Source: an optimization exercise on an open RTL-to-GDS flow (aim: small area, a short achievable clock period and few clock cycles). Production flows keep margins and buffers that such runs may drop. Where RTL was checked, it was by simulation tests only, not by an equivalence proof against the original. No functional check of the RTL was part of runs 1, 3, 4 and 7. Power is estimated from default activity; no workload was simulated.

File: flow/design.v
package hpd_pkg;
	typedef enum logic [1:0] {
		REG_LOCAL_THR    = 2'd0,
		REG_GLOBAL_THR   = 2'd1,
		REG_MIN_INTERVAL = 2'd2
	} cfg_reg_t;
	localparam int unsigned CFG_INDEX_BITS = 2;
	localparam int unsigned INTERVAL_BITS  = 24;
	typedef struct packed {
		logic valid;     
		logic advance;   
	} pipe_ctrl_t;
endpackage
module hpd_carry #(
	parameter int unsigned N = 17
) (
	input  logic [N-1:0] x,
	input  logic [N-1:0] y,
	input  logic         cin,
	output logic         cout
);
	localparam int unsigned L = (N + 1 <= 2)  ? 1 : (N + 1 <= 4)  ? 2 :
	                            (N + 1 <= 8)  ? 3 : (N + 1 <= 16) ? 4 :
	                            (N + 1 <= 32) ? 5 : (N + 1 <= 64) ? 6 : 7;
	localparam int unsigned M = 1 << L;
	logic [(L+1)*M-1:0] g, p;
	assign g[0] = cin;
	assign p[0] = 1'b0;
	assign g[N:1] = x & y;
	assign p[N:1] = x | y;
	if (M > N + 1) begin : g_pad
		assign g[M-1:N+1] = '0;
		assign p[M-1:N+1] = '1;
	end
	for (genvar l = 0; l < L; l++) begin : g_lvl
		for (genvar i = 0; i < (M >> (l + 1)); i++) begin : g_node
			assign g[(l+1)*M + i] = g[l*M + 2*i + 1] | (p[l*M + 2*i + 1] & g[l*M + 2*i]);
			assign p[(l+1)*M + i] = p[l*M + 2*i + 1] & p[l*M + 2*i];
		end
		assign g[(l+1)*M + (M >> (l + 1)) +: (M - (M >> (l + 1)))] = '0;
		assign p[(l+1)*M + (M >> (l + 1)) +: (M - (M >> (l + 1)))] = '0;
	end
	assign cout = g[L*M];
endmodule
module hysteresis_peak_detector #(
	parameter int unsigned SAMPLE_BITS = 16,
	parameter int unsigned TIME_BITS   = 32
) (
	input  logic                          clk,
	input  logic                          arst_n,
	input  logic                          in_valid,
	output logic                          in_ready,
	input  logic signed [SAMPLE_BITS-1:0] sample_value,
	input  logic        [TIME_BITS-1:0]   sample_time,
	input  logic                          restart,
	output logic                          out_valid,
	input  logic                          out_ready,
	output logic        [TIME_BITS-1:0]   peak_time,
	output logic signed [SAMPLE_BITS-1:0] peak_value,
	input  logic                          cfg_valid,
	output logic                          cfg_ready,
	input  logic [hpd_pkg::CFG_INDEX_BITS-1:0] cfg_index,
	input  logic [((SAMPLE_BITS > hpd_pkg::INTERVAL_BITS) ?
	               SAMPLE_BITS : hpd_pkg::INTERVAL_BITS)-1:0] cfg_data
);
	localparam int unsigned SB = SAMPLE_BITS;
	localparam int unsigned TB = TIME_BITS;
	localparam int unsigned IB = hpd_pkg::INTERVAL_BITS;
	localparam int unsigned HB = SB + 2;    
	logic        [SB-2:0] hx_q;
	logic signed [SB-1:0] global_thr_q;
	logic        [IB-1:0] min_interval_q;
	logic                 toggle;    
	assign cfg_ready = 1'b1;
	logic signed [SB-1:0] v1_q;
	logic        [TB-1:0] t1_q;
	logic                 r1_q, s1_valid_q, in_ready_q;
	logic signed [SB-1:0] ref_q;      
	logic signed [SB-1:0] peak_v_q;   
	logic        [TB-1:0] max_t_q, prev_t_q;
	logic                 falling_q, seen_q, out_valid_q;
	logic                 hx_sign_q;   
	always_ff @(posedge clk or negedge arst_n) begin
		if (!arst_n) begin
			hx_q           <= '0;
			global_thr_q   <= '0;
			min_interval_q <= '0;
		end else begin
			if (cfg_valid && cfg_index == 2'd0)
				hx_q <= falling_q ? ~cfg_data[SB-2:0] : cfg_data[SB-2:0];
			else if (toggle)
				hx_q <= ~hx_q;
			if (cfg_valid && cfg_index == 2'd1)
				global_thr_q <= $signed(cfg_data[SB-1:0]);
			if (cfg_valid && cfg_index == 2'd2)
				min_interval_q <= cfg_data[IB-1:0];
		end
	end
	logic [TB:0] sp_s, sp_k;
	logic        sp_carry, spaced, above, ok;
	for (genvar i = 0; i < TB; i++) begin : g_sp
		logic ma, zb;
		assign ma = !max_t_q[i];
		assign zb = (i < IB) ? min_interval_q[i] : 1'b0;
		assign sp_s[i]   = ma ^ prev_t_q[i] ^ zb;
		assign sp_k[i+1] = (ma & prev_t_q[i]) | (ma & zb) | (prev_t_q[i] & zb);
	end
	assign sp_s[TB] = 1'b1;
	assign sp_k[0]  = 1'b0;
	hpd_carry #(.N(TB + 1)) u_spaced (
		.x   (sp_s),
		.y   (sp_k),
		.cin (1'b1),
		.cout(sp_carry)
	);
	assign spaced = !sp_carry;
	hpd_carry #(.N(SB)) u_above (
		.x   ({!ref_q[SB-1], ref_q[SB-2:0]}),
		.y   (~{!global_thr_q[SB-1], global_thr_q[SB-2:0]}),
		.cin (1'b0),
		.cout(above)
	);
	assign ok = above && (!seen_q || spaced);
	logic ext;
	hpd_carry #(.N(SB)) u_ext (
		.x   ({!v1_q[SB-1], v1_q[SB-2:0]}),
		.y   (~{!ref_q[SB-1], ref_q[SB-2:0]}),
		.cin (falling_q),
		.cout(ext)
	);
	logic [HB-1:0] cr_a, cr_b, cr_c, cr_s, cr_k;
	logic          cr_carry, cr_sign, xing;
	assign cr_a = {{(HB-SB){v1_q[SB-1]}}, v1_q};
	assign cr_b = {{(HB-SB+1){hx_sign_q}}, hx_q};
	assign cr_c = ~{{(HB-SB){ref_q[SB-1]}}, ref_q};
	assign cr_s = cr_a ^ cr_b ^ cr_c;
	assign cr_k = {(cr_a[HB-2:0] & cr_b[HB-2:0]) | (cr_a[HB-2:0] & cr_c[HB-2:0])
	               | (cr_b[HB-2:0] & cr_c[HB-2:0]), 1'b0};
	hpd_carry #(.N(HB - 1)) u_cross (
		.x   (cr_s[HB-2:0]),
		.y   (cr_k[HB-2:0]),
		.cin (1'b1),
		.cout(cr_carry)
	);
	assign cr_sign = cr_s[HB-1] ^ cr_k[HB-1] ^ cr_carry;
	assign xing   = cr_sign ^ falling_q;
	logic process, drop, fire, ld_max, ld_ref, s1_valid_d, out_valid_d;
	assign process = s1_valid_q && !out_valid_q;
	assign ld_max  = process && (r1_q || (falling_q ? xing : ext));
	assign ld_ref  = process && (r1_q || ext != falling_q || xing);
	assign drop    = process && !r1_q && !falling_q && xing;
	assign fire    = drop && ok;
	assign toggle  = process && (r1_q ? falling_q : xing);
	assign s1_valid_d  = in_ready_q ? in_valid : (s1_valid_q && !process);
	assign out_valid_d = fire || (out_valid_q && !out_ready);
	always_ff @(posedge clk) begin
		if (in_ready_q) begin
			v1_q <= sample_value;
			t1_q <= sample_time;
			r1_q <= restart;
		end
		if (process && !falling_q)
			peak_v_q <= ref_q;
		if (out_valid_q)
			prev_t_q <= max_t_q;
	end
	always_ff @(posedge clk or negedge arst_n) begin
		if (!arst_n) begin
			s1_valid_q  <= 1'b0;
			in_ready_q  <= 1'b1;
			out_valid_q <= 1'b0;
			ref_q       <= '0;
			max_t_q     <= '0;
			falling_q   <= 1'b0;
			hx_sign_q   <= 1'b0;
			seen_q      <= 1'b0;
		end else begin
			s1_valid_q  <= s1_valid_d;
			out_valid_q <= out_valid_d;
			in_ready_q  <= !(s1_valid_d && out_valid_d);
			if (ld_ref)
				ref_q <= v1_q;
			if (ld_max)
				max_t_q <= t1_q;
			if (process)
				falling_q <= !r1_q && (falling_q ^ xing);
			if (toggle)
				hx_sign_q <= !hx_sign_q;
			if (out_valid_q)
				seen_q <= 1'b1;
			else if (process && r1_q)
				seen_q <= 1'b0;
		end
	end
	assign in_ready   = in_ready_q;
	assign out_valid  = out_valid_q;
	assign peak_time  = max_t_q;
	assign peak_value = peak_v_q;
endmodule
File: flow/flow/run.sh
#!/bin/bash
# Standard layout with two changes: port buffers are buf_1 cells instead of
# the resizer's default pick, and clock tree synthesis inserts no dummy loads
# and clusters up to 12 flip-flops per leaf buffer. Every tool's output goes
# to a log file here.
set -e
{
	echo 'export BUFFER_PORTS_ARGS = -buffer_cell sky130_fd_sc_hd__buf_1'
	echo 'export CTS_ARGS = -sink_clustering_enable -repair_clock_nets -buf_list "sky130_fd_sc_hd__clkbuf_4 sky130_fd_sc_hd__clkbuf_8" -sink_clustering_size 12 -sink_clustering_max_diameter 60 -dont_use_dummy_load'
} >> config.mk
bash standard.sh > standard.log 2>&1
File: flow/config.mk
export PLATFORM = sky130hd
export DESIGN_NAME = hysteresis_peak_detector
export DESIGN_NICKNAME = hysteresis_peak_detector
export VERILOG_FILES = /design/flow/design.v
export SDC_FILE = /design/flow/constraint.sdc
export NUM_CORES = 4
export LEC_CHECK = 0
export ABC_AREA = 1
export CAP_MARGIN = 20
export CORE_MARGIN = 2
export CORE_UTILIZATION = 55
export SETUP_SLACK_MARGIN = 5
export SLEW_MARGIN = 20
export BUFFER_PORTS_ARGS = -buffer_cell sky130_fd_sc_hd__buf_1
export CTS_ARGS = -sink_clustering_enable -repair_clock_nets -buf_list "sky130_fd_sc_hd__clkbuf_4 sky130_fd_sc_hd__clkbuf_8" -sink_clustering_size 12 -sink_clustering_max_diameter 60 -dont_use_dummy_load
File: flow/standard.sh
#!/bin/bash
# synth_recipe.tcl (not shown) runs the flow's synth.tcl, then flattens the netlist and writes it again
# the make line also repeats each setting of config.mk as NAME=value (left out here)
make -C /OpenROAD-flow-scripts/flow DESIGN_CONFIG=/design/flow/config.mk WORK_HOME=/design/flow/orfs CLKGATE_MAP_FILE= SYNTH_SCRIPT=/design/flow/synth_recipe.tcl "${@:-finish}"
File: flow/constraint.sdc
create_clock -name core_clock -period 8.5 [get_ports {clk}]
set_input_delay 1.7000 -clock core_clock [delete_from_list [all_inputs] [get_ports {clk}]]
set_output_delay 1.7000 -clock core_clock [all_outputs]
set_load 0.01 [all_outputs]
==> results of run 1 <==
## cells by family (layout without fill, tap and decap cells)
family	count (synthesis)	in the layout	synth area share, %
flops	206	206	57.0
compound gates	165	165	8.94
mux	8	8	0.911
other cells	1	1	0.0379
fa+ha+maj	50	50	9.36
buf+inv	151	281	6.08
simple gates	413	413	17.6
## power by group
group / switching, mW / internal [mW] / total, mW
clock network: 0.313 / 0.221 / 0.534
logic: 1.26 / 0.690 / 1.95
registers: 0.252 / 1.42 / 1.68
total: 1.82 / 2.33 / 4.16
## flip-flops by register name (all words and copies together), names as in the netlist
signal and flops:
falling_q 1, global_thr_q 16, hx_q 15, hx_sign_q 1, in_ready_q 1, max_t_q 32, min_interval_q 24, out_valid_q 1
peak_v_q 16, prev_t_q 32, r1_q 1, ref_q 16, s1_valid_q 1, seen_q 1, t1_q 32, v1_q 16
## through the flow
stage | total power, mW | util (%) | setup WS [ps]
6_report | 4.16 | 61.2 | 5220
5_1_grt | 4.56 | 61.2 | 5120
4_1_cts | 4.20 | 61.2 | 5000
3_5_place_dp | 3.65 | 59.6 | 5040
3_3_place_gp | 3.59 | 59.5 | 5070
2_1_floorplan | 3.10 | - | 5710
## worst max-delay path: cells and delay by family, from the launching register on
family                 cells  cell delay [ps]
DFF                        1              530
buffers and inverters      2              510
## repair_timing
item                                    4_1_cts  5_1_grt
pin swaps                                     0        0
resized for setup                             1        2
endpoints found under the setup margin        1       33
hold buffers                                  0        0
cloned                                        0        0
## synthesized netlist by cell type (all sizes together) (5+ instances only)
master,instances
buf,14
a21oi,20
ha,10
dfrtp,108
o22ai,7
fa,40
nand3,65
clkbuf,13
or2,7
mux2,8
nand2,248
o211ai,5
inv,124
o21ai,119
edfxtp,97
nor2,85
## metal layers
metal	share of wire, %	routed length (um)	global-route usage (%)
met5	0	0	0
met3	6.4	1380	4.23
met1	44	9640	32.5
met2	47	10100	37.8
met4	2.4	522	6.23
## cell type report
class | instances | share of cell area, %
well taps | 229 | 2.63
flip-flops and latches | 206 | 51.8
repair buffers | 136 | 5.00
inverters | 124 | 4.27
clock buffers | 21 | 2.65
multi-input cells | 637 | 33.6
## worst max-delay path by stage
stage                 start        end  slack, ps
3_3_place_gp   cfg_index[0]    hx_q[6]       5070
3_5_place_dp      cfg_valid   hx_q[12]       5040
5_1_grt         out_valid_q  out_valid       5120
6_report        out_valid_q  out_valid       5220
4_1_cts         out_valid_q  out_valid       5000
2_1_floorplan    in_ready_q   in_ready       5710
==> results.yml, run 1 <==
power_and_ir_drop:
  vdd_ir_drop_max_v: 0.000186
  p_leak_nw: 4.87
  power_density_mw_per_mm2: 382
grt:
  grt_pass1_vias: 6946
  grt_first_pass_wirelength_mm: 35.4
  antenna_found_initial: 0
  overflow: 0
  grt_usage_pct: 23.2
  grt_max_degree: 73
setup_path:
  reg2reg_to: "ref_q[3]"
  endpoint_kind: "output port"
  r2r_slack_ps: 5510
  cp_slowest_cell: "dfrtp_2"
  crit_arrival_ps: 1580
  reg2regPathDepth: 16
  crit_fanout: 27
  crit_required_ps: 6800
  critPathKind: "register to output port"
  worstPathCellList: "buf_6 > buf_1"
  rr_startpoint: "ref_q[14]"
  critPathMaxStageDelay_ps: 530
  cp-start-kind: "register"
route:
  vias_per_cell: 5.20
  vias: 7030
  wl_mm: 21.7
  drt_iter0_drc: 502
  drc: 0
  ant_nets: 0
  wl_per_cell_um: 16.0
  first_pass_iters: 5
cells_and_area:
  antenna_cells: 0
  most-common-layout-cells: "nand2_1 (238), buf_1 (128), inv_1 (123)"
  seq_area_mm2: 0.00564
  layout_commonest_cell: "nand2_1"
  fill_cells: 1554
  final_area_mm2: 0.0109
  multi_input_area_mm2: 0.00366
  final_cells: 1353
  synthToLayoutAreaGrowth_pct: 10.1
  drive_gt1_share_pct: 5.52
  finish.net_count: 1256
timing:
  slew-limit-headroom_pct: 32.7
  hold_viol_final: 0
  worst_pin_slew_ps: 1010
  finalSetupViolations: 0
  slew_violations: 0
  fin_setup_tns_ps: 0
  min_period_ps: 3280
  rsz0062_at_grt: "no"
  max_freq_mhz: 305
  finClkSkew_ps: 26.5
  hold_ws_ps: 447
  fin_crit_sh_pct: 38.6
cts:
  numCtsBuffers: 21
  htree_levels: 1
  post-cts-setup-buffers: 0
  clk_latency_ps: 530
  clk_path_buf_depth: 3
  cts_tree: "yes"
  cts_root_buf: "clkbuf_8"
  clk_pin_slew_worst_paths_ps: 80
  cts_sinks: 206
placement:
  place_area_mm2: 0.0106
  dp_hpwl_mm: 15.4
  place_congestion: 0.856
  io_buffers: 129
  dp.cells: 1332
floorplan:
  num_rows: 49
  ios: 131
  dieArea_mm2: 0.0191
  coreArea_mm2: 0.0178
  initial_core_util_pct: 55.6
  die_y_um: 138
  die-width_um: 138
synth:
  async_flop_share_pct: 52.9
  yosysWarnings: 1
  synth_nets: 1124
  synth_cells: 994
  synth_top_area_share_pct: 29.4
  yosysTopAreaCell: "edfxtp_1"
  syn_area_per_cell_um2: 9.95
  synth-seq-cells: 206
  synth_edf_count: 97
  synth_cell_types: 42
  ys_seq_area_share_pct: 57.0
  synth_flop_cell: "dfrtp_1"
  synth_area_mm2: 0.00989
  synth.area.top_cells: "edfxtp_1 (29%), dfrtp_1 (27%), nand2_1 (9.0%)"
worst_hold_path:
  hold_end: "max_t_q[14]"
  hold_class: "register to register"
  hold_start: "t1_q[14]"
  hold_path_depth: 2
run:
  maxCapViolCount: 0
outcome:
  status: "no timing/DRC/antenna violations"
==> run 2: changes to the inputs <==
--- a/flow/design.v
+++ b/flow/design.v
@@ -79,6 +79,7 @@
 	logic signed [SB-1:0] peak_v_q;   
 	logic        [TB-1:0] max_t_q, prev_t_q;
 	logic                 falling_q, seen_q, out_valid_q;
+	logic                 fired_q;     
 	logic                 hx_sign_q;   
 	always_ff @(posedge clk or negedge arst_n) begin
 		if (!arst_n) begin
@@ -161,7 +162,7 @@
 		end
 		if (process && !falling_q)
 			peak_v_q <= ref_q;
-		if (out_valid_q)
+		if (fired_q)
 			prev_t_q <= max_t_q;
 	end
 	always_ff @(posedge clk or negedge arst_n) begin
@@ -169,6 +170,7 @@
 			s1_valid_q  <= 1'b0;
 			in_ready_q  <= 1'b1;
 			out_valid_q <= 1'b0;
+			fired_q     <= 1'b0;
 			ref_q       <= '0;
 			max_t_q     <= '0;
 			falling_q   <= 1'b0;
@@ -177,6 +179,7 @@
 		end else begin
 			s1_valid_q  <= s1_valid_d;
 			out_valid_q <= out_valid_d;
+			fired_q     <= fire;
 			in_ready_q  <= !(s1_valid_d && out_valid_d);
 			if (ld_ref)
 				ref_q <= v1_q;
@@ -186,7 +189,7 @@
 				falling_q <= !r1_q && (falling_q ^ xing);
 			if (toggle)
 				hx_sign_q <= !hx_sign_q;
-			if (out_valid_q)
+			if (fired_q)
 				seen_q <= 1'b1;
 			else if (process && r1_q)
 				seen_q <= 1'b0;
==> run 2 against run 1 <==
Effect of this change:
- still clean
- die area grew 0.24%
- worst setup slack gained 250 ps
- register-to-register slack lost 40 ps
- combinational power shrank 4%
- global-route usage shrank 0.66 points
- core utilization shrank 0.15 points
- sequential power is essentially flat
- clock-buffer cell count is the same
- area after synthesis grew 0.25%
- clock power grew 0.9%
- largest power group unchanged
- highest routed layer unchanged
==> results.yml, run 2 <==
timing:
  rsz0062_at_grt: "no"
  setup_ws_ps: 5470
  slew_violations: 0
  min_period_ps: 3030
  slew-limit-headroom_pct: 46.6
  hold_viol_final: 0
  finClkSkew_ps: 15.0
  worst_pin_slew_ps: 801
  fin_crit_sh_pct: 35.7
  max_freq_mhz: 330
  finalSetupViolations: 0
  fin_setup_tns_ps: 0
synth:
  synth_top_area_share_pct: 29.4
  syn_area_per_cell_um2: 9.94
  synth_most_common_cell: "nand2_1"
  synth_top_family_by_area: "simple AND/OR/NAND/NOR gates"
  async_flop_share_pct: 53.1
  synth_fa_ha_area_share_pct: 9.34
  synth_cells: 998
  synthXorXnorAreaFrac_pct: 0
  synthMuxAreaShare_pct: 0.908
  synthSimpleGateAreaFrac_pct: 17.6
  synth_nets: 1128
  synth-seq-cells: 207
  ys_top_cells_by_count: "nand2_1 (236), inv_1 (128), o21ai_0 (114)"
  synth_flop_cell: "dfrtp_1"
  synth_area_mm2: 0.00992
  synth_compound_area_share_pct: 8.75
  synth.area.top_cells: "edfxtp_1 (29%), dfrtp_1 (28%), nand2_1 (8.9%)"
  yosysTopAreaCell: "edfxtp_1"
  ys_seq_area_share_pct: 57.1
  synth_edf_count: 97
  yosysWarnings: 1
  synth_cell_types: 40
grt:
  overflow: 0
  grt_first_pass_wirelength_mm: 34.6
  grt_pass1_vias: 6744
  grt_usage_pct: 22.5
  grt_max_degree: 62
  antenna_found_initial: 0
cts:
  clk_latency_ps: 520
  cts_root_buf: "clkbuf_8"
  cts_sinks: 207
  cts_hold_buffers: 0
  htree_levels: 1
  clk_pin_slew_worst_paths_ps: 80
  clk_path_buf_depth: 3
  numCtsBuffers: 21
  post-cts-setup-buffers: 0
  cts_tree: "yes"
placement:
  place_area_mm2: 0.0106
  dp.cells: 1334
  place_congestion: 0.822
  post-place-ws_ps: 5120
  io_buffers: 129
  dp_hpwl_mm: 15.3
route:
  drc: 0
  wl_mm: 21.2
  ant_nets: 0
  vias_per_cell: 5.13
  wl_per_cell_um: 15.7
  vias: 6948
  drt_iter0_drc: 429
  first_pass_iters: 4
run:
  maxCapViolCount: 0
setup_path:
  endpoint_kind: "register"
  cp_common_cell: "nand2_1"
  crit_arrival_ps: 3400
  critPathMaxStageDelay_ps: 780
  crit_fanout: 61
  crit_required_ps: 8870
  cp_slowest_cell: "dfrtp_1"
  cp-start-kind: "register"
  worstPathCellList: "inv_1 > o21ai_0 > nand3_1 > nand3_1 > nand2_1 > nand2_1 > nand2_1 > nand2_1 > nand2_1 > nand3_1 > nand3_2 > nand2_4 > o21ai_0"
  critPathKind: "register to register"
floorplan:
  coreArea_mm2: 0.0178
  ios: 131
  dieArea_mm2: 0.0191
  initial_core_util_pct: 55.6
  die_y_um: 138
  num_rows: 49
  die-width_um: 138
cells_and_area:
  most-common-layout-cells: "nand2_1 (236), inv_1 (128), buf_1 (128)"
  antenna_cells: 0
  final_area_mm2: 0.0109
  synthToLayoutAreaGrowth_pct: 9.88
  layout_commonest_cell: "nand2_1"
  drive_gt1_share_pct: 5.24
  largest_registers: "max_t_q x32, prev_t_q x32, t1_q x32"
  finish.net_count: 1258
  final_cells: 1355
power_and_ir_drop:
  power_density_mw_per_mm2: 377
  vdd_ir_drop_max_v: 0.000246
  p_leak_nw: 4.90
  p_total_mw: 4.11
outcome:
  status: "no timing/DRC/antenna violations"
worst_hold_path:
  hold_class: "register to register"
==> run 2: layer usage <==
metal | up-vias | global-route usage [%] | wire length, um
met3 | 28 | 3.46 | 951
met1 | 3292 | 33.9 | 10000
met4 | 0 | 4.24 | 359
met5 | - | 0 | 0
li1 | 3481 | - | -
met2 | 147 | 35.6 | 9900
==> run 2: cell families (layout without fill, tap and decap cells) <==
logic type	count (synthesis)	in the layout
fa+ha+maj	50	50
compound gates	162	162
mux	8	8
other cells	1	1
flops	207	207
buf+inv	156	284
simple gates	414	414
==> run 2: area by class of cell <==
| type | instances | area [um^2] |
|---|---|---|
| clock buffer | 21 | 289 |
| fill | 1534 | 6940 |
| inverter | 128 | 480 |
| multi-input combinational | 635 | 3640 |
| sequential | 207 | 5670 |
| tap | 229 | 287 |
| timing repair buffer | 135 | 533 |
==> run 2: worst max-delay path: cells and delay by family, from the launching register on <==
family | cells | cell delay [ps]
AOI/OAI and AO/OA | 2 | 360
and+or+nand+nor | 10 | 1200
DFF | 1 | 780
buffers and inverters | 1 | 510
==> run 2: path summary, 6_finish.rpt <==
path	slack, ps	depth (start not counted)	startpoint	endpoint
min in group asynchronous	1300	1	arst_n	max_t_q[11]
worst max-delay path	5470	13	falling_q	max_t_q[19]
max in group asynchronous	5920	2	arst_n	ref_q[15]
worst min-delay path	450	2	t1_q[11]	max_t_q[11]
worst max register to register	5470	13	falling_q	max_t_q[19]
worst min register to register	450	2	t1_q[11]	max_t_q[11]
==> run 2: timing repair <==
item	CTS	global route
gates resized for setup	0	1
endpoints found under the setup margin	0	32
endpoints found under the hold margin	0	0
==> run 2: metrics by stage <==
step / hold slack [ps] / utilization, %
floorplan: 418 / -
global placement: 433 / 59.4
detailed placement: 440 / 59.4
CTS: 459 / 61.0
global route: 481 / 61.1
finish: 454 / 61.1
==> run 2: power by group <==
group          internal, mW  switching (mW)
logic                 0.684            1.19
clock network         0.221           0.318
registers              1.44           0.255
total                  2.34            1.76
Testbench counts of run 2, summed over its fixed seeds: cycles 17,921.
==> run 3: changes to the inputs <==
--- a/flow/design.v
+++ b/flow/design.v
@@ -147,8 +147,8 @@
 	assign xing   = cr_sign ^ falling_q;
 	logic process, drop, fire, ld_max, ld_ref, s1_valid_d, out_valid_d;
 	assign process = s1_valid_q && !out_valid_q;
-	assign ld_max  = process && (r1_q || (falling_q ? xing : ext));
-	assign ld_ref  = process && (r1_q || ext != falling_q || xing);
+	assign ld_max  = process && (r1_q || (hx_sign_q ? xing : ext));
+	assign ld_ref  = process && (r1_q || ext != hx_sign_q || xing);
 	assign drop    = process && !r1_q && !falling_q && xing;
 	assign fire    = drop && ok;
 	assign toggle  = process && (r1_q ? falling_q : xing);
==> run 3 against run 2 <==
Effect of this change:
- still clean
- synthesized cell count up 2.9%
- total power is 0.81% higher
- non-clock buffer count unchanged
- critical path type is now register to output port
- critical endpoint is now in_ready
==> results.yml, run 3 <==
outcome:
  status: "no timing/DRC/antenna violations"
timing:
  min_period_ps: 3340
  slew_violations: 0
  finClkSkew_ps: 36.2
  rsz0062_at_grt: "no"
  fin_crit_sh_pct: 39.3
  setup_ws_ps: 5160
  worst_pin_slew_ps: 1070
  fin_setup_tns_ps: 0
  slew-limit-headroom_pct: 28.4
  max_freq_mhz: 299
  hold_viol_final: 0
  finalSetupViolations: 0
floorplan:
  initial_core_util_pct: 55.9
  coreArea_mm2: 0.0180
  ios: 131
  die-width_um: 139
  num_rows: 49
  die_y_um: 139
  dieArea_mm2: 0.0194
synth:
  synth_compound_area_share_pct: 7.30
  async_flop_share_pct: 53.1
  yosysTopAreaCell: "edfxtp_1"
  syn_area_per_cell_um2: 9.78
  synthXorXnorAreaFrac_pct: 0
  synth.area.top_cells: "edfxtp_1 (29%), dfrtp_1 (27%), nand2_1 (9.8%)"
  yosysWarnings: 1
  synth_top_family_by_area: "simple AND/OR/NAND/NOR gates"
  ys_seq_area_share_pct: 56.4
  synth_edf_count: 97
  synth_most_common_cell: "nand2_1"
  synth_flop_cell: "dfrtp_1"
  synth_cell_types: 44
  ys_top_cells_by_count: "nand2_1 (263), inv_1 (124), dfrtp_1 (109)"
  synth_fa_ha_area_share_pct: 9.31
  synth_cells: 1027
  synth_top_area_share_pct: 29.0
  synth_area_mm2: 0.0100
  synthSimpleGateAreaFrac_pct: 19.8
  synth_nets: 1157
  synth-seq-cells: 207
  synthMuxAreaShare_pct: 0.897
placement:
  place_congestion: 0.889
  post-place-ws_ps: 4690
  io_buffers: 129
  place_area_mm2: 0.0107
  dp_hpwl_mm: 14.9
route:
  wl_mm: 21.4
  drc: 0
  wl_per_cell_um: 15.5
  vias_per_cell: 5.16
  first_pass_iters: 5
  ant_nets: 0
  drt_iter0_drc: 332
  vias: 7128
cts:
  numCtsBuffers: 21
  clk_pin_slew_worst_paths_ps: 80
  htree_levels: 1
  clk_path_buf_depth: 3
  cts_sinks: 207
  cts_hold_buffers: 0
  cts_root_buf: "clkbuf_8"
  clk_latency_ps: 530
  cts_tree: "yes"
setup_path:
  cp-start-kind: "register"
  crit_arrival_ps: 1640
  endpoint_kind: "output port"
  reg2reg_to: "max_t_q[27]"
  rr_startpoint: "ref_q[14]"
  crit_fanout: 52
  worstPathCellList: "buf_6 > buf_1"
  r2r_slack_ps: 5440
  critPathKind: "register to output port"
  crit_required_ps: 6800
  reg2regPathDepth: 17
  critPathMaxStageDelay_ps: 530
  cp_slowest_cell: "dfstp_2"
power_and_ir_drop:
  p_total_mw: 4.14
  power_density_mw_per_mm2: 375
  p_leak_nw: 5.02
  vdd_ir_drop_max_v: 0.000244
cells_and_area:
  finish.net_count: 1285
  most-common-layout-cells: "nand2_1 (263), buf_1 (128), inv_1 (123)"
  largest_registers: "max_t_q x32, prev_t_q x32, t1_q x32"
  drive_gt1_share_pct: 5.20
  synthToLayoutAreaGrowth_pct: 9.94
  antenna_cells: 0
  fin_util_pct: 61.5
  layout_commonest_cell: "nand2_1"
  final_area_mm2: 0.0110
  fill_cells: 1555
grt:
  grt_usage_pct: 22.4
  grt_pass1_vias: 6770
  overflow: 0
  grt_max_degree: 61
  antenna_found_initial: 0
  grt_first_pass_wirelength_mm: 34.7
worst_hold_path:
  hold_start: "t1_q[23]"
  hold_path_depth: 2
  hold_class: "register to register"
  hold_end: "max_t_q[23]"
run:
  maxCapViolCount: 0
[run 3: changes by cell type after synthesis, sizes merged, moves of 2 or more]
| cell | change |
|---|---|
| nand4 | +16 |
| o22ai | -2 |
| nand3 | +16 |
| a21oi | +3 |
| nand2 | +23 |
| a31oi | -2 |
| clkbuf | +4 |
| nor2 | +2 |
| o21ai | -28 |
| or2 | -2 |
[run 3: critical path, delay by kind of cell, from the launching register on]
kind,cells,cell delay (ps)
buf+inv,2,610
flops,1,530
[run 3: power breakdown]
group	leakage (nW)	total (mW)	switching (mW)	internal (mW)
registers	2.32	1.71	0.278	1.44
clock network	0.151	0.536	0.315	0.221
logic	2.55	1.89	1.20	0.692
total	5.02	4.14	1.79	2.35
[run 3: logic make-up after synthesis]
kind of cell,Yosys count
AOI/OAI and AO/OA,135
adders and majority gates,51
buffers and inverters,158
DFF,207
muxes,8
other,1
and+or+nand+nor,467
[run 3: how the worst max path moves through the flow]
stage / slack [ps] / to / from / cells after the start
finish: 5160 / in_ready / in_ready_q / 2
global route: 5030 / in_ready / in_ready_q / 2
CTS: 5100 / in_ready / in_ready_q / 2
detailed placement: 4690 / hx_q[5] / cfg_index[0] / 8
global placement: 4750 / hx_q[1] / cfg_index[0] / 8
floorplan: 5710 / in_ready / in_ready_q / 0
[run 3: layer usage]
layer,track usage (%),vias up,part of all wire (%)
li1,-,3596,-
met1,34.3,3314,49
met3,2.94,38,4.2
met4,6.80,0,2.8
met2,34.0,180,44
met5,0,-,0
[run 3: layout make-up]
cell class	count	area (um^2)	area share [%]
repair buffers	135	537	4.86
repair inverters	1	7.51	0.0680
multi-input cells	662	3780	34.2
clock buffers	21	289	2.62
inverters	127	480	4.35
flip-flops and latches	207	5670	51.3
well taps	229	287	2.59
[run 3: repair_timing]
item	CTS	global route
gates resized for setup	3	3
endpoints found under the hold margin	0	0
buffers inserted	0	0
endpoints found under the setup margin	33	15
cloned	0	1
[run 3: through the flow]
step,hold slack (ps),std cells
2_1_floorplan,447,1027
3_3_place_gp,462,1360
3_5_place_dp,462,1360
4_1_cts,472,1381
5_1_grt,499,1382
6_report,471,1382
==> run 4: changes to the inputs <==
--- a/flow/design.v
+++ b/flow/design.v
@@ -78,8 +78,7 @@
 	logic signed [SB-1:0] ref_q;      
 	logic signed [SB-1:0] peak_v_q;   
 	logic        [TB-1:0] max_t_q, prev_t_q;
-	logic                 falling_q, seen_q, out_valid_q;
-	logic                 fired_q;     
+	logic                 rising_q, seen_q, out_valid_q;
 	logic                 hx_sign_q;   
 	always_ff @(posedge clk or negedge arst_n) begin
 		if (!arst_n) begin
@@ -88,7 +87,7 @@
 			min_interval_q <= '0;
 		end else begin
 			if (cfg_valid && cfg_index == 2'd0)
-				hx_q <= falling_q ? ~cfg_data[SB-2:0] : cfg_data[SB-2:0];
+				hx_q <= rising_q ? cfg_data[SB-2:0] : ~cfg_data[SB-2:0];
 			else if (toggle)
 				hx_q <= ~hx_q;
 			if (cfg_valid && cfg_index == 2'd1)
@@ -126,7 +125,7 @@
 	hpd_carry #(.N(SB)) u_ext (
 		.x   ({!v1_q[SB-1], v1_q[SB-2:0]}),
 		.y   (~{!ref_q[SB-1], ref_q[SB-2:0]}),
-		.cin (falling_q),
+		.cin (!rising_q),
 		.cout(ext)
 	);
 	logic [HB-1:0] cr_a, cr_b, cr_c, cr_s, cr_k;
@@ -144,14 +143,13 @@
 		.cout(cr_carry)
 	);
 	assign cr_sign = cr_s[HB-1] ^ cr_k[HB-1] ^ cr_carry;
-	assign xing   = cr_sign ^ falling_q;
-	logic process, drop, fire, ld_max, ld_ref, s1_valid_d, out_valid_d;
+	assign xing   = rising_q ? cr_sign : !cr_sign;
+	logic process, fire, ld_max, ld_ref, s1_valid_d, out_valid_d;
 	assign process = s1_valid_q && !out_valid_q;
-	assign ld_max  = process && (r1_q || (hx_sign_q ? xing : ext));
-	assign ld_ref  = process && (r1_q || ext != hx_sign_q || xing);
-	assign drop    = process && !r1_q && !falling_q && xing;
-	assign fire    = drop && ok;
-	assign toggle  = process && (r1_q ? falling_q : xing);
+	assign ld_max  = process && (r1_q || (rising_q ? ext : xing));
+	assign ld_ref  = process && (r1_q || ext != !rising_q || xing);
+	assign fire    = process && !r1_q && rising_q && xing && ok;
+	assign toggle  = process && (r1_q ? !rising_q : xing);
 	assign s1_valid_d  = in_ready_q ? in_valid : (s1_valid_q && !process);
 	assign out_valid_d = fire || (out_valid_q && !out_ready);
 	always_ff @(posedge clk) begin
@@ -160,39 +158,38 @@
 			t1_q <= sample_time;
 			r1_q <= restart;
 		end
-		if (process && !falling_q)
+		if (fire) begin
+			prev_t_q <= max_t_q;
 			peak_v_q <= ref_q;
-		if (fired_q)
-			prev_t_q <= max_t_q;
+		end
 	end
 	always_ff @(posedge clk or negedge arst_n) begin
 		if (!arst_n) begin
 			s1_valid_q  <= 1'b0;
 			in_ready_q  <= 1'b1;
 			out_valid_q <= 1'b0;
-			fired_q     <= 1'b0;
 			ref_q       <= '0;
 			max_t_q     <= '0;
-			falling_q   <= 1'b0;
+			rising_q    <= 1'b1;
 			hx_sign_q   <= 1'b0;
 			seen_q      <= 1'b0;
 		end else begin
 			s1_valid_q  <= s1_valid_d;
 			out_valid_q <= out_valid_d;
-			fired_q     <= fire;
 			in_ready_q  <= !(s1_valid_d && out_valid_d);
 			if (ld_ref)
 				ref_q <= v1_q;
 			if (ld_max)
 				max_t_q <= t1_q;
-			if (process)
-				falling_q <= !r1_q && (falling_q ^ xing);
 			if (toggle)
 				hx_sign_q <= !hx_sign_q;
-			if (fired_q)
-				seen_q <= 1'b1;
-			else if (process && r1_q)
-				seen_q <= 1'b0;
+			if (process) begin
+				rising_q <= r1_q || (rising_q ? !xing : xing);
+				if (r1_q)
+					seen_q <= 1'b0;
+				else if (fire)
+					seen_q <= 1'b1;
+			end
 		end
 	end
 	assign in_ready   = in_ready_q;
==> run 4 against run 3 <==
Effect of this change:
- die area fell by 1.5%
- first-iteration DRC count rose by 36%
- register-to-register slack got worse by 100 ps
- final cell count fell by 1.5%
- sequential share of layout area rose by 0.52 points
- still clean on timing, DRC and antenna
- critical path type unchanged
- area after synthesis fell by 1.6%
- total power fell by 3.5%
- worst hold slack got worse by 38 ps
- sequential power fell by 4%
- via count fell by 2.2%
- highest routed layer unchanged
- worst setup slack got worse by 39 ps
- clock power fell by 0.7%
==> results.yml, run 4 <==
outcome:
  status: "no timing/DRC/antenna violations"
timing:
  worst_pin_slew_ps: 911
  slew-limit-headroom_pct: 39.1
  rsz0062_at_grt: "yes"
  finClkSkew_ps: 49.4
  slew_violations: 0
  fin_crit_sh_pct: 39.8
  finalSetupViolations: 0
  min_period_ps: 3380
  max_freq_mhz: 296
  fin_setup_tns_ps: 0
  hold_viol_final: 0
cts:
  cts_resized: 2
  cts_root_buf: "clkbuf_8"
  clk_path_buf_depth: 3
  cts_hold_buffers: 0
  htree_levels: 1
  clk_latency_ps: 530
  post-cts-setup-buffers: 0
  clk_pin_slew_worst_paths_ps: 80
  cts_tree: "yes"
  numCtsBuffers: 21
  cts_sinks: 206
synth:
  synth_cells: 1003
  synth_top_area_share_pct: 29.5
  synth.area.top_cells: "edfxtp_1 (29%), dfrtp_1 (27%), nand2_1 (11%)"
  synth-seq-cells: 206
  synth_most_common_cell: "nand2_1"
  synth_nets: 1133
  syn_area_per_cell_um2: 9.86
  yosysWarnings: 1
  synth_flop_cell: "dfrtp_1"
  synth_area_mm2: 0.00989
  yosysTopAreaCell: "edfxtp_1"
  synth_cell_types: 39
  ys_top_cells_by_count: "nand2_1 (280), inv_1 (130), o21ai_0 (111)"
  ys_seq_area_share_pct: 57.1
  synth_edf_count: 97
  async_flop_share_pct: 52.9
cells_and_area:
  largest_registers: "max_t_q x32, prev_t_q x32, t1_q x32"
  synthToLayoutAreaGrowth_pct: 10.1
  drive_gt1_share_pct: 5.21
  antenna_cells: 0
  fill_cells: 1570
  layout_commonest_cell: "nand2_1"
  final_cells: 1361
  final_area_mm2: 0.0109
  most-common-layout-cells: "nand2_1 (280), inv_1 (128), buf_1 (128)"
  finish.net_count: 1264
placement:
  dp_hpwl_mm: 14.2
  io_buffers: 129
  dp.cells: 1340
  place_area_mm2: 0.0106
  place_congestion: 0.779
grt:
  grt_max_degree: 67
  grt_usage_pct: 21.4
  grt_first_pass_wirelength_mm: 33.5
  overflow: 0
  antenna_found_initial: 0
  grt_pass1_vias: 6722
floorplan:
  dieArea_mm2: 0.0191
  die_y_um: 138
  initial_core_util_pct: 55.6
  ios: 131
  die-width_um: 138
  num_rows: 49
  coreArea_mm2: 0.0178
setup_path:
  cp-start-kind: "register"
  crit_fanout: 52
  critPathKind: "register to output port"
  crit_required_ps: 6800
  endpoint_kind: "output port"
  crit_arrival_ps: 1680
route:
  vias_per_cell: 5.12
  wl_mm: 20.1
  wl_per_cell_um: 14.7
  drt_iter0_drc: 450
  drc: 0
  ant_nets: 0
  first_pass_iters: 5
  vias: 6972
power_and_ir_drop:
  power_density_mw_per_mm2: 367
  p_leak_nw: 4.87
  vdd_ir_drop_max_v: 0.000326
worst_hold_path:
  hold_class: "register to register"
run:
  maxCapViolCount: 0
run 4: per-stage QoR:
stage / worst slack (ps) / util [%] / hold slack (ps) / power, mW
floorplan: 5190 / - / 430 / 3.01
global placement: 4820 / 59.4 / 434 / 3.44
detailed placement: 4750 / 59.4 / 446 / 3.49
CTS: 5040 / 61.1 / 440 / 4.04
global route: 5010 / 61.2 / 460 / 4.41
finish: 5120 / 61.2 / 433 / 4.00
run 4: cell type report:
cell class	instances	area (um^2)	share of cell area, %
Clock buffer	21	289	2.65
Inverter	131	500	4.60
Multi-Input combinational cell	639	3620	33.2
Sequential cell	206	5640	51.8
Tap cell	229	287	2.63
Timing Repair Buffer	135	552	5.07
run 4: report_power, final:
group / total, mW / switching, mW / internal (mW)
registers: 1.65 / 0.239 / 1.42
logic: 1.81 / 1.15 / 0.662
clock network: 0.532 / 0.312 / 0.221
total: 4.00 / 1.70 / 2.30
run 4: layer usage:
metal,share of wire [%],wire length [um],up-vias,GRT usage (%)
li1,-,-,3492,-
met1,48,9570,3297,31.6
met2,45,9030,153,33.8
met3,4.8,970,30,3.29
met4,2.5,497,0,5.69
met5,0,0,-,0
run 4: path summary, 6_finish.rpt:
check / from / endpoint / slack, ps / cells past startpoint
worst min-delay path: t1_q[7] / max_t_q[7] / 430 / 2
worst min register to register: t1_q[7] / max_t_q[7] / 430 / 2
max in group asynchronous: arst_n / ref_q[0] / 5940 / 2
worst max register to register: ref_q[14] / prev_t_q[30] / 5340 / 14
min in group asynchronous: arst_n / max_t_q[22] / 1210 / 1
worst max-delay path: in_ready_q / in_ready / 5120 / 2
run 4: cell families (layout without fill, tap and decap cells):
group                    count (synthesis)  after routing  synth area share (%)
AND/OR/NAND/NOR                        432            432                  18.3
flip-flops                             206            206                  57.1
other                                    1              1                0.0379
buffers and inverters                  158            287                  6.40
adder cells (fa/ha/maj)                 50             50                  9.36
AO/OA/AOI/OAI                          148            148                  7.96
multiplexers                             8              8                 0.911
run 4: critical path, stage by stage (launching register included):
cell and delay [ps]:
dfstp_2 530, clkbuf_8 410, buf_1 200
==> run 5: changes to the inputs <==
--- a/flow/design.v
+++ b/flow/design.v
@@ -79,7 +79,6 @@
 	logic signed [SB-1:0] peak_v_q;   
 	logic        [TB-1:0] max_t_q, prev_t_q;
 	logic                 rising_q, seen_q, out_valid_q;
-	logic                 hx_sign_q;   
 	always_ff @(posedge clk or negedge arst_n) begin
 		if (!arst_n) begin
 			hx_q           <= '0;
@@ -131,7 +130,7 @@
 	logic [HB-1:0] cr_a, cr_b, cr_c, cr_s, cr_k;
 	logic          cr_carry, cr_sign, xing;
 	assign cr_a = {{(HB-SB){v1_q[SB-1]}}, v1_q};
-	assign cr_b = {{(HB-SB+1){hx_sign_q}}, hx_q};
+	assign cr_b = {{(HB-SB+1){!rising_q}}, hx_q};
 	assign cr_c = ~{{(HB-SB){ref_q[SB-1]}}, ref_q};
 	assign cr_s = cr_a ^ cr_b ^ cr_c;
 	assign cr_k = {(cr_a[HB-2:0] & cr_b[HB-2:0]) | (cr_a[HB-2:0] & cr_c[HB-2:0])
@@ -171,7 +170,6 @@
 			ref_q       <= '0;
 			max_t_q     <= '0;
 			rising_q    <= 1'b1;
-			hx_sign_q   <= 1'b0;
 			seen_q      <= 1'b0;
 		end else begin
 			s1_valid_q  <= s1_valid_d;
@@ -181,8 +179,6 @@
 				ref_q <= v1_q;
 			if (ld_max)
 				max_t_q <= t1_q;
-			if (toggle)
-				hx_sign_q <= !hx_sign_q;
 			if (process) begin
 				rising_q <= r1_q || (rising_q ? !xing : xing);
 				if (r1_q)
==> run 5 against run 4 <==
Effect of this change:
- die area shrank 0.62%
- wire length is 1.7% higher
- final area decreased by 0.10%
- core utilization is 1.4 points higher
- synthesized cell count fell by 1.2%
- critical path depth rose by 11
- critical endpoint is now prev_t_q[2]
==> results.yml, run 5 <==
outcome:
  status: "no timing/DRC/antenna violations"
cells_and_area:
  layout_commonest_cell: "nand2_1"
  seq_area_mm2: 0.00562
  drive_gt1_share_pct: 5.34
  fill_cells: 1496
  most-common-layout-cells: "nand2_1 (271), buf_1 (128), inv_1 (122)"
  multi_input_area_mm2: 0.00362
  finish.net_count: 1256
  antenna_cells: 0
  synthToLayoutAreaGrowth_pct: 10.7
  largest_registers: "max_t_q x32, prev_t_q x32, t1_q x32"
synth:
  yosysTopAreaCell: "edfxtp_1"
  async_flop_share_pct: 52.7
  ys_seq_area_share_pct: 57.2
  syn_area_per_cell_um2: 9.91
  synth_nets: 1121
  synth_flop_cell: "dfrtp_1"
  yosysWarnings: 1
  synth_edf_count: 97
  synth_cells: 991
  synth.area.top_cells: "edfxtp_1 (30%), dfrtp_1 (27%), nand2_1 (10%)"
  synth_most_common_cell: "nand2_1"
  ys_top_cells_by_count: "nand2_1 (271), inv_1 (123), o21ai_0 (110)"
  synth_top_area_share_pct: 29.6
  synth_area_mm2: 0.00983
  synth_cell_types: 38
  synth-seq-cells: 205
power_and_ir_drop:
  p_leak_nw: 4.83
  vdd_ir_drop_max_v: 0.000330
  p_total_mw: 3.98
  power_density_mw_per_mm2: 366
route:
  wl_per_cell_um: 15.1
  wl_mm: 20.4
  drc: 0
  first_pass_iters: 5
  ant_nets: 0
  vias: 6991
  drt_iter0_drc: 399
  vias_per_cell: 5.18
placement:
  io_buffers: 129
  place_congestion: 0.861
  dp_hpwl_mm: 14.2
timing:
  min_period_ps: 3170
  fin_crit_sh_pct: 37.2
  slew-limit-headroom_pct: 44.8
  rsz0062_at_grt: "no"
  finClkSkew_ps: 26.6
  worst_pin_slew_ps: 827
  fin_setup_tns_ps: 0
  max_freq_mhz: 316
  hold_viol_final: 0
  finalSetupViolations: 0
  slew_violations: 0
floorplan:
  num_rows: 48
  ios: 131
  dieArea_mm2: 0.0190
  die-width_um: 138
  coreArea_mm2: 0.0174
  initial_core_util_pct: 56.6
  die_y_um: 138
setup_path:
  crit_fanout: 24
  critPathKind: "register to register"
  cp-start-kind: "register"
  crit_required_ps: 8700
  endpoint_kind: "register"
  crit_arrival_ps: 3370
  r2r_slack_ps: 5330
cts:
  clk_path_buf_depth: 3
  cts_sinks: 205
  clk_pin_slew_worst_paths_ps: 80
  cts_root_buf: "clkbuf_8"
  cts_hold_buffers: 0
  cts_tree: "yes"
  clk_latency_ps: 520
  htree_levels: 1
  numCtsBuffers: 21
grt:
  grt_first_pass_wirelength_mm: 32.9
  grt_usage_pct: 22.3
  overflow: 0
  antenna_found_initial: 0
  grt_max_degree: 61
  grt_pass1_vias: 6689
run:
  maxCapViolCount: 0
worst_hold_path:
  hold_class: "register to register"
run 5: cell types whose count changed after synthesis, moves of 2 or more:
cell / change
nand2_2: -2
nor2_1: +6
inv_1: -7
a21oi_1: +2
nand2_1: -9
run 5: cell families after synthesis:
family                     share of synthesized area, %
adders and majority gates                          9.42
and+or+nand+nor                                    18.2
AOI/OAI and AO/OA                                  8.05
buffers and inverters                              6.16
DFF                                                57.2
other                                            0.0382
muxes                                             0.917
run 5: layout make-up:
class | count | share of cell area [%]
tap | 225 | 2.59
sequential | 205 | 51.7
clock buffer | 21 | 2.66
inverter | 124 | 4.34
timing repair buffer | 138 | 5.42
multi-input combinational | 636 | 33.3
run 5: path summary, 6_finish.rpt:
check,start,to,depth (start not counted)
max in group asynchronous,arst_n,min_interval_q[7],2
min in group asynchronous,arst_n,max_t_q[2],1
hold reg to reg,t1_q[18],max_t_q[18],2
hold / removal,t1_q[18],max_t_q[18],2
setup / recovery,rising_q,prev_t_q[2],13
setup reg to reg,rising_q,prev_t_q[2],13
run 5: critical path, cell delays in order, from the launching register on:
cell        delay (ps)
dfstp_4            720
inv_4              130
fa_1               530
inv_1               90
ha_1               160
inv_1               50
a31oi_1            200
nand2_1            130
nand2_2             80
nand4_1             90
nor2_1             170
nand2_1            140
clkinvlp_4         140
buf_12             190
run 5: per-layer routing:
metal	track usage, %	wire, um
met1	30.9	9100
met4	6.13	539
met2	37.0	9610
met3	3.46	1150
met5	0	0
run 5: stage by stage:
step	utilization (%)	instance area (um^2)	cells	hold slack [ps]	setup slack, ps
after floorplan	-	9830	991	430	5250
after global placement	60.5	10500	1324	433	4860
after detailed placement	60.5	10500	1324	447	4760
after CTS	62.4	10800	1347	437	5040
after global routing	62.7	10900	1349	465	5080
final	62.7	10900	1349	436	5330
run 5: report_power, final:
part           leakage [nW]  internal [mW]  total [mW]  switching [mW]
combinational          2.39          0.662        1.80            1.14
sequential             2.28           1.40        1.64           0.238
clock                 0.151          0.221       0.534           0.314
run 5: what timing repair did:
item,4_1_cts,5_1_grt
endpoints found under the setup margin,67,95
hold endpoints to repair,0,0
pin swaps,1,0
buffers inserted,1,1
gates cloned,1,1
resized for setup,4,4
Testbench counts of run 5, summed over its fixed seeds: cycles 17,921.
==> run 6: changes to the inputs <==
--- a/flow/config.mk
+++ b/flow/config.mk
@@ -5,10 +5,9 @@
 export SDC_FILE = /design/flow/constraint.sdc
 export NUM_CORES = 4
 export LEC_CHECK = 0
-export ABC_AREA = 1
 export CAP_MARGIN = 20
 export CORE_MARGIN = 2
-export CORE_UTILIZATION = 55
+export CORE_UTILIZATION = 40
 export SETUP_SLACK_MARGIN = 5
 export SLEW_MARGIN = 20
 export BUFFER_PORTS_ARGS = -buffer_cell sky130_fd_sc_hd__buf_1
==> run 6 against run 5 <==
Effect of this change:
- still clean on timing, DRC and antenna
- register-to-register slack worse by 450 ps
- global-route usage is 5.5 points lower
- sequential power up 2%
- clock-buffer cell count up 2
- critical path depth did not move
- wire length grew 7.6%
- clock skew grew 51 ps
- area after synthesis is 0.64% lower
- via count fell by 14%
- combinational power grew 43%
- final area up 8.1%
- total power rose by 21%
- critical endpoint is now hx_q[7]
- largest power group unchanged
- highest routed layer unchanged
==> results.yml, run 6 <==
synth:
  async_flop_share_pct: 52.7
  synth.area.top_cells: "edfxtp_1 (30%), dfrtp_1 (27%), fa_1 (8.2%)"
  ys_top_cells_by_count: "dfrtp_1 (106), edfxtp_1 (97), inv_1 (79)"
  synth_cells: 705
  synth_area_mm2: 0.00976
  ys_seq_area_share_pct: 57.5
  synth_most_common_cell: "dfrtp_1"
  synth-seq-cells: 205
  synth_cell_types: 63
  syn_area_per_cell_um2: 13.8
  synth_flop_cell: "dfrtp_1"
  synth_nets: 835
  yosysWarnings: 1
  yosysTopAreaCell: "edfxtp_1"
  synth_top_area_share_pct: 29.8
  synth_edf_count: 97
power_and_ir_drop:
  clockPowerShare_pct: 11.8
  power_density_mw_per_mm2: 409
  p_leak_nw: 4.75
  cell_internal_pwr_mw: 2.94
  power_frac_comb_pct: 53.3
  p_sw_mw: 1.87
  p_total_mw: 4.81
  netSwitchingFraction_pct: 38.9
  vdd_ir_drop_max_v: 0.000189
  power_frac_seq_pct: 34.9
placement:
  place_congestion: 0.826
  post-place-ws_ps: 3860
  io_buffers: 129
  dp.cells: 1150
  place_area_mm2: 0.0106
  dp_hpwl_mm: 14.1
grt:
  overflow: 0
  grt_pass1_vias: 6296
  antenna_found_initial: 0
  grt_max_degree: 64
  grt_use_met3_pct: 2.73
  grt_first_pass_wirelength_mm: 34.3
  top_usage_layer: "met2"
  use_met2_pct: 28.4
  grt_usage_pct: 16.9
  use_met1_pct: 23.2
floorplan:
  coreArea_mm2: 0.0241
  dieArea_mm2: 0.0257
  num_rows: 57
  ios: 131
  initial_core_util_pct: 40.5
  die_y_um: 160
  die-width_um: 160
timing:
  finalSetupViolations: 0
  slew-limit-headroom_pct: 40.5
  worst_pin_slew_ps: 890
  fin_setup_tns_ps: 0
  fin_crit_sh_pct: 42.5
  slew_violations: 0
  hold_viol_final: 0
  setup_ws_ps: 4890
  rsz0062_at_grt: "yes"
  min_period_ps: 3610
  max_freq_mhz: 277
  finClkSkew_ps: 77.5
cells_and_area:
  fill_cells: 2175
  multi_input_area_mm2: 0.00399
  most-common-layout-cells: "buf_1 (128), dfrtp_1 (106), edfxtp_1 (97)"
  largest_registers: "max_t_q x32, prev_t_q x32, t1_q x32"
  final_cells: 1216
  synthToLayoutAreaGrowth_pct: 20.5
  layout_commonest_cell: "buf_1"
  drive_gt1_share_pct: 21.7
  antenna_cells: 0
  finish.net_count: 1024
  seq_area_mm2: 0.00562
  final_area_mm2: 0.0118
route:
  drc: 0
  first_pass_iters: 4
  vias: 6033
  wl_per_cell_um: 18.1
  drt_iter0_drc: 311
  ant_nets: 0
  wl_mm: 22.0
  vias_per_cell: 4.96
setup_path:
  critPathKind: "register to register"
  reg2regPathDepth: 13
  rr_startpoint: "rising_q"
  cp-start-kind: "register"
  worst-path-buf-inv: 4
  worstPathCellList: "clkinv_8 > fa_2 > inv_2 > ha_4 > inv_4 > a31oi_4 > mux2_4 > a311o_2 > o31a_1 > o21ai_4 > clkbuf_16 > xor2_1 > o21ai_1"
  cp_slowest_cell: "dfstp_4"
  endpoint_kind: "register"
  crit_required_ps: 8890
  r2r_slack_ps: 4890
  reg2reg_to: "hx_q[7]"
  crit_arrival_ps: 4010
  crit_fanout: 5
  cp_top_family: "compound AO/OA/AOI/OAI gates"
  critPathMaxStageDelay_ps: 670
outcome:
  status: "no timing/DRC/antenna violations"
cts:
  clk_pin_slew_worst_paths_ps: 80
  clk_path_buf_depth: 3
  numCtsBuffers: 23
  cts_tree: "yes"
  cts_hold_buffers: 0
  cts_root_buf: "clkbuf_8"
  htree_levels: 1
  cts_sinks: 205
  clk_latency_ps: 560
worst_hold_path:
  hold_path_depth: 0
  hold_class: "register to register"
  hold_end: "peak_v_q[10]"
  hold_start: "ref_q[10]"
run:
  maxCapViolCount: 0
run 6: cell types whose count changed after synthesis, moves of 11 or more:
cell	change
o21ai_0	-81
nand2_1	-238
xor2_1	+13
mux2_4	+32
mux2_2	+41
inv_1	-44
nor2_1	-27
xnor2_1	+17
nand3_1	-73
nor2b_1	+11
run 6: power groups by stage:
stage          Combinational, mW  Sequential [mW]  Clock [mW]
6_report                    2.57             1.68       0.566
3_3_place_gp                1.86             1.71           0
4_1_cts                     2.28             1.68       0.588
3_5_place_dp                1.90             1.71           0
5_1_grt                     2.83             1.73       0.627
2_1_floorplan               1.45             1.69           0
run 6: through the flow:
| step | utilization (%) | hold slack (ps) |
|---|---|---|
| floorplan | - | 439 |
| global placement | 44.1 | 450 |
| detailed placement | 44.1 | 458 |
| CTS | 47.4 | 455 |
| global route | 48.8 | 472 |
| finish | 48.8 | 466 |
run 6: what timing repair did:
item,4_1_cts,5_1_grt
pin swaps,9,14
setup buffers,24,10
setup endpoints to repair,113,112
gates cloned,5,4
gates resized for setup,36,48
run 6: worst max-delay path by stage:
stage / start / to / slack, ps / cells after the start
3_5_place_dp: rising_q / prev_t_q[24] / 3860 / 12
2_1_floorplan: rising_q / peak_v_q[0] / 4700 / 12
4_1_cts: rising_q / peak_v_q[15] / 4900 / 13
6_report: rising_q / hx_q[7] / 4890 / 13
5_1_grt: rising_q / hx_q[4] / 4790 / 13
3_3_place_gp: rising_q / prev_t_q[26] / 4000 / 12
run 6: metal layers:
metal	vias up	wire length, um	part of all wire, %
li1	2865	-	-
met1	2983	10100	46
met2	150	10600	48
met3	35	894	4.1
met4	0	442	2.0
met5	-	0	0
run 6: logic make-up after synthesis:
family	after synthesis	synth area share, %
compound gates	108	7.30
xor+xnor	30	2.69
fa+ha+maj	63	10.9
buf+inv	94	4.20
flops	205	57.5
mux	90	11.5
other cells	1	0.0384
simple gates	114	5.86
run 6: layout make-up:
type,count,area share [%]
Timing Repair Buffer,177,9.50
Clock buffer,23,2.69
Tap cell,324,3.45
Inverter,80,2.68
Sequential cell,205,47.8
Multi-Input combinational cell,407,33.9
==> run 7: changes to the inputs <==
--- a/flow/design.v
+++ b/flow/design.v
@@ -19,9 +19,7 @@
 	input  logic         cin,
 	output logic         cout
 );
-	localparam int unsigned L = (N + 1 <= 2)  ? 1 : (N + 1 <= 4)  ? 2 :
-	                            (N + 1 <= 8)  ? 3 : (N + 1 <= 16) ? 4 :
-	                            (N + 1 <= 32) ? 5 : (N + 1 <= 64) ? 6 : 7;
+	localparam int unsigned L = $clog2(N + 1);
 	localparam int unsigned M = 1 << L;
 	logic [(L+1)*M-1:0] g, p;
 	assign g[0] = cin;
==> flow/run.sh (new file) <==
#!/bin/bash
# synth_recipe.tcl (not shown) runs the flow's synth.tcl, then flattens the netlist and writes it again
# the make line also repeats each setting of config.mk as NAME=value (left out here)
make -C /OpenROAD-flow-scripts/flow DESIGN_CONFIG=/design/flow/config.mk WORK_HOME=/design/flow/orfs CLKGATE_MAP_FILE= SYNTH_SCRIPT=/design/flow/synth_recipe.tcl finish
==> flow/config.mk (replaced) <==
export PLATFORM = sky130hd
export DESIGN_NAME = hysteresis_peak_detector
export DESIGN_NICKNAME = hysteresis_peak_detector
export VERILOG_FILES = /design/flow/design.v
export SDC_FILE = /design/flow/constraint.sdc
export NUM_CORES = 4
export LEC_CHECK = 0
export CAP_MARGIN = 20
export CORE_MARGIN = 2
export CORE_UTILIZATION = 40
export SETUP_SLACK_MARGIN = 5
export SLEW_MARGIN = 20
removed: flow/flow/run.sh
removed: flow/standard.sh
==> run 7 against run 6 <==
Effect of this change:
- first-iteration DRC count decreased by 16%
- final cell count increased by 2.0%
- via count increased by 1.0%
- sequential share of layout area decreased by 4.7 points
- non-clock buffer count increased by 2
- clock-buffer cell count increased by 17
- wire length decreased by 0.64%
- maximum frequency increased by 2.1%
- final area increased by 11%
- worst setup slack improved by 75 ps
- global-route usage increased by 0.21 points
- total power increased by 13%
- critical endpoint is now max_t_q[15]
- highest routed layer unchanged
==> results.yml, run 7 <==
cells_and_area:
  layout_commonest_cell: "clkdlybuf4s50_1"
  most-common-layout-cells: "clkdlybuf4s50_1 (128), dfrtp_1 (106), edfxtp_1 (97)"
  synthToLayoutAreaGrowth_pct: 33.6
  largest_registers: "max_t_q x32, prev_t_q x32, t1_q x32"
  final_cells: 1240
  drive_gt1_share_pct: 22.7
  finish.net_count: 1027
synth:
  syn_area_per_cell_um2: 13.8
  synth-seq-cells: 205
  synth_edf_count: 97
  synth_cells: 705
  synth_nets: 835
  yosysTopAreaCell: "edfxtp_1"
  synth_most_common_cell: "dfrtp_1"
  ys_top_cells_by_count: "dfrtp_1 (106), edfxtp_1 (97), inv_1 (79)"
  synth_flop_cell: "dfrtp_1"
  yosysWarnings: 1
  ys_seq_area_share_pct: 57.5
  synth.area.top_cells: "edfxtp_1 (30%), dfrtp_1 (27%), fa_1 (8.2%)"
  synth_top_area_share_pct: 29.8
  async_flop_share_pct: 52.7
  synth_cell_types: 63
  synth_area_mm2: 0.00976
setup_path:
  r2r_slack_ps: 4960
  critPathKind: "register to register"
  reg2regPathDepth: 14
  cp-start-kind: "register"
  rr_startpoint: "ref_q[1]"
  crit_arrival_ps: 3920
  reg2reg_to: "max_t_q[15]"
  endpoint_kind: "register"
  crit_fanout: 8
  crit_required_ps: 8890
power_and_ir_drop:
  vdd_ir_drop_max_v: 0.000199
  p_total_mw: 5.45
  p_leak_nw: 5.33
  power_density_mw_per_mm2: 418
floorplan:
  ios: 131
  coreArea_mm2: 0.0241
  dieArea_mm2: 0.0257
  num_rows: 57
  die_y_um: 160
  die-width_um: 160
  initial_core_util_pct: 40.5
cts:
  clk_path_buf_depth: 3
  cts_tree: "yes"
  cts_root_buf: "clkbuf_16"
  cts_hold_buffers: 0
  numCtsBuffers: 24
  clk_pin_slew_worst_paths_ps: 60
  htree_levels: 1
  clk_latency_ps: 510
  cts_sinks: 205
placement:
  place_congestion: 0.810
  io_buffers: 129
  dp.cells: 1150
  dp_hpwl_mm: 14.1
timing:
  worst_pin_slew_ps: 906
  finalSetupViolations: 0
  slew-limit-headroom_pct: 39.4
  fin_setup_tns_ps: 0
  slew_violations: 0
  min_period_ps: 3540
  rsz0062_at_grt: "yes"
  hold_ws_ps: 476
  max_freq_mhz: 283
  fin_crit_sh_pct: 41.6
  hold_viol_final: 0
  finClkSkew_ps: 13.6
route:
  wl_per_cell_um: 17.6
  drt_iter0_drc: 262
  vias: 6094
  first_pass_iters: 4
  wl_mm: 21.8
  vias_per_cell: 4.91
  drc: 0
  ant_nets: 0
worst_hold_path:
  hold_path_depth: 1
  hold_end: "max_t_q[0]"
  hold_class: "register to register"
  hold_start: "t1_q[0]"
grt:
  grt_pass1_vias: 6290
  grt_usage_pct: 17.1
  overflow: 0
  grt_max_degree: 62
  antenna_found_initial: 1
  grt_first_pass_wirelength_mm: 34.5
run:
  maxCapViolCount: 0
outcome:
  status: "no timing/DRC/antenna violations"
run 7: cell counts after synthesis:
No cell type changed its count.
run 7: worst max-delay path by stage:
stage / startpoint / end / cells past startpoint
finish: ref_q[1] / max_t_q[15] / 14
global route: v1_q[0] / max_t_q[20] / 13
CTS: rising_q / prev_t_q[0] / 14
detailed placement: rising_q / prev_t_q[26] / 12
global placement: rising_q / prev_t_q[28] / 12
floorplan: rising_q / peak_v_q[0] / 12
run 7: worst max-delay path, cell delays in order, from the launching register on:
cell and delay, ps:
dfrtp_1 370, inv_2 60, fa_1 540, maj3_2 210, a2111oi_2 70, or4_4 530
a21oi_4 170, mux2i_2 290, buf_4 180, nor3_2 40, o21bai_4 190, a21oi_4 140
buf_12 160, buf_12 160, mux2_4 310
run 7: power breakdown:
part	total (mW)	switching [mW]	internal, mW
combinational	2.72	1.27	1.44
sequential	1.68	0.261	1.42
clock	1.05	0.386	0.662
total	5.45	1.92	3.53
run 7: metal layers:
| layer | global-route usage, % | share of wire (%) |
|---|---|---|
| met5 | 0 | 0 |
| met2 | 27.8 | 47 |
| met3 | 3.09 | 4.6 |
| met1 | 23.7 | 46 |
| met4 | 4.71 | 2.4 |
run 7: cells by family (layout without fill, tap and decap cells):
logic type,Yosys count,in the layout,synth area share [%]
xor+xnor,30,30,2.69
other cells,1,2,0.0384
simple gates,114,115,5.86
fa+ha+maj,63,63,10.9
compound gates,108,108,7.30
buf+inv,94,303,4.20
mux,90,90,11.5
flops,205,205,57.5
run 7: what timing repair did:
item                                    in CTS  in global routing
endpoints found under the setup margin     114                113
pin swaps                                   14                 12
endpoints found under the hold margin        0                  0
gates cloned                                 5                  3
resized for setup                           60                 16
setup buffers                               35                  2
run 7: stage by stage:
| step | worst slack (ps) | instance area, um^2 | util (%) |
|---|---|---|---|
| finish | 4960 | 13000 | 54.1 |
| global route | 4850 | 13000 | 54.1 |
| CTS | 4900 | 12900 | 53.5 |
| detailed placement | 3810 | 11400 | 47.4 |
| global placement | 3980 | 11400 | 47.4 |
| floorplan | 4700 | 9780 | - |
run 7: cell type report:
class,count,area [um^2]
diodes,1,2.50
flip-flops and latches,205,5620
clock buffers,40,753
well taps,324,405
multi-input cells,407,3960
repair buffers,179,1910
inverters,80,315
fillers,2098,11100
clock inverters,4,72.6

[port drivers added, routing unchanged]
The flow's constraints put no driver on any port. The routed layouts listed below were extracted and timed again, unchanged, in two steps. Step 1 (the two cells are an assumption about what drives the block):
set clk [get_ports {clk}]
set_driving_cell -lib_cell sky130_fd_sc_hd__clkbuf_16 $clk
set_driving_cell -lib_cell sky130_fd_sc_hd__buf_2 [delete_from_list [all_inputs] $clk]
Step 2 adds t to the input delays and takes it off the output delays; t is the mean of the earliest and latest rising clock arrival at the registers after step 1. Input paths then give back, and output paths get back, about the clock's delay inside the block. Three values: ideal ports, drivers, drivers and shift; two values: the first two.
| run | shift t [ns] | setup slack, ns | hold slack, ns |
|---|---|---|---|
| run 1 | 0.555 | 5.217 / 5.178 / 5.044 | 0.447 / 0.447 / 0.447 |
| run 2 | 0.552 | 5.470 / 5.470 / 5.037 | 0.454 / 0.454 / 0.454 |
| run 3 | 0.549 | 5.158 / 5.117 / 4.700 | 0.471 / 0.471 / 0.471 |
| run 4 | 0.548 | 5.120 / 5.081 / 4.650 | 0.433 / 0.433 / 0.433 |
| run 5 | 0.551 | 5.334 / 5.334 / 5.009 | 0.436 / 0.436 / 0.436 |
| run 6 | 0.561 | 4.886 / 4.886 / 4.886 | 0.466 / 0.466 / 0.466 |
| run 7 | 0.546 | 4.961 / 4.961 / 4.946 | 0.476 / 0.476 / 0.476 |
After both steps every run listed still meets setup and hold. For run 4, which loses most, drivers alone change the setup slack by -0.039 ns; drivers and shift together by -0.470 ns.
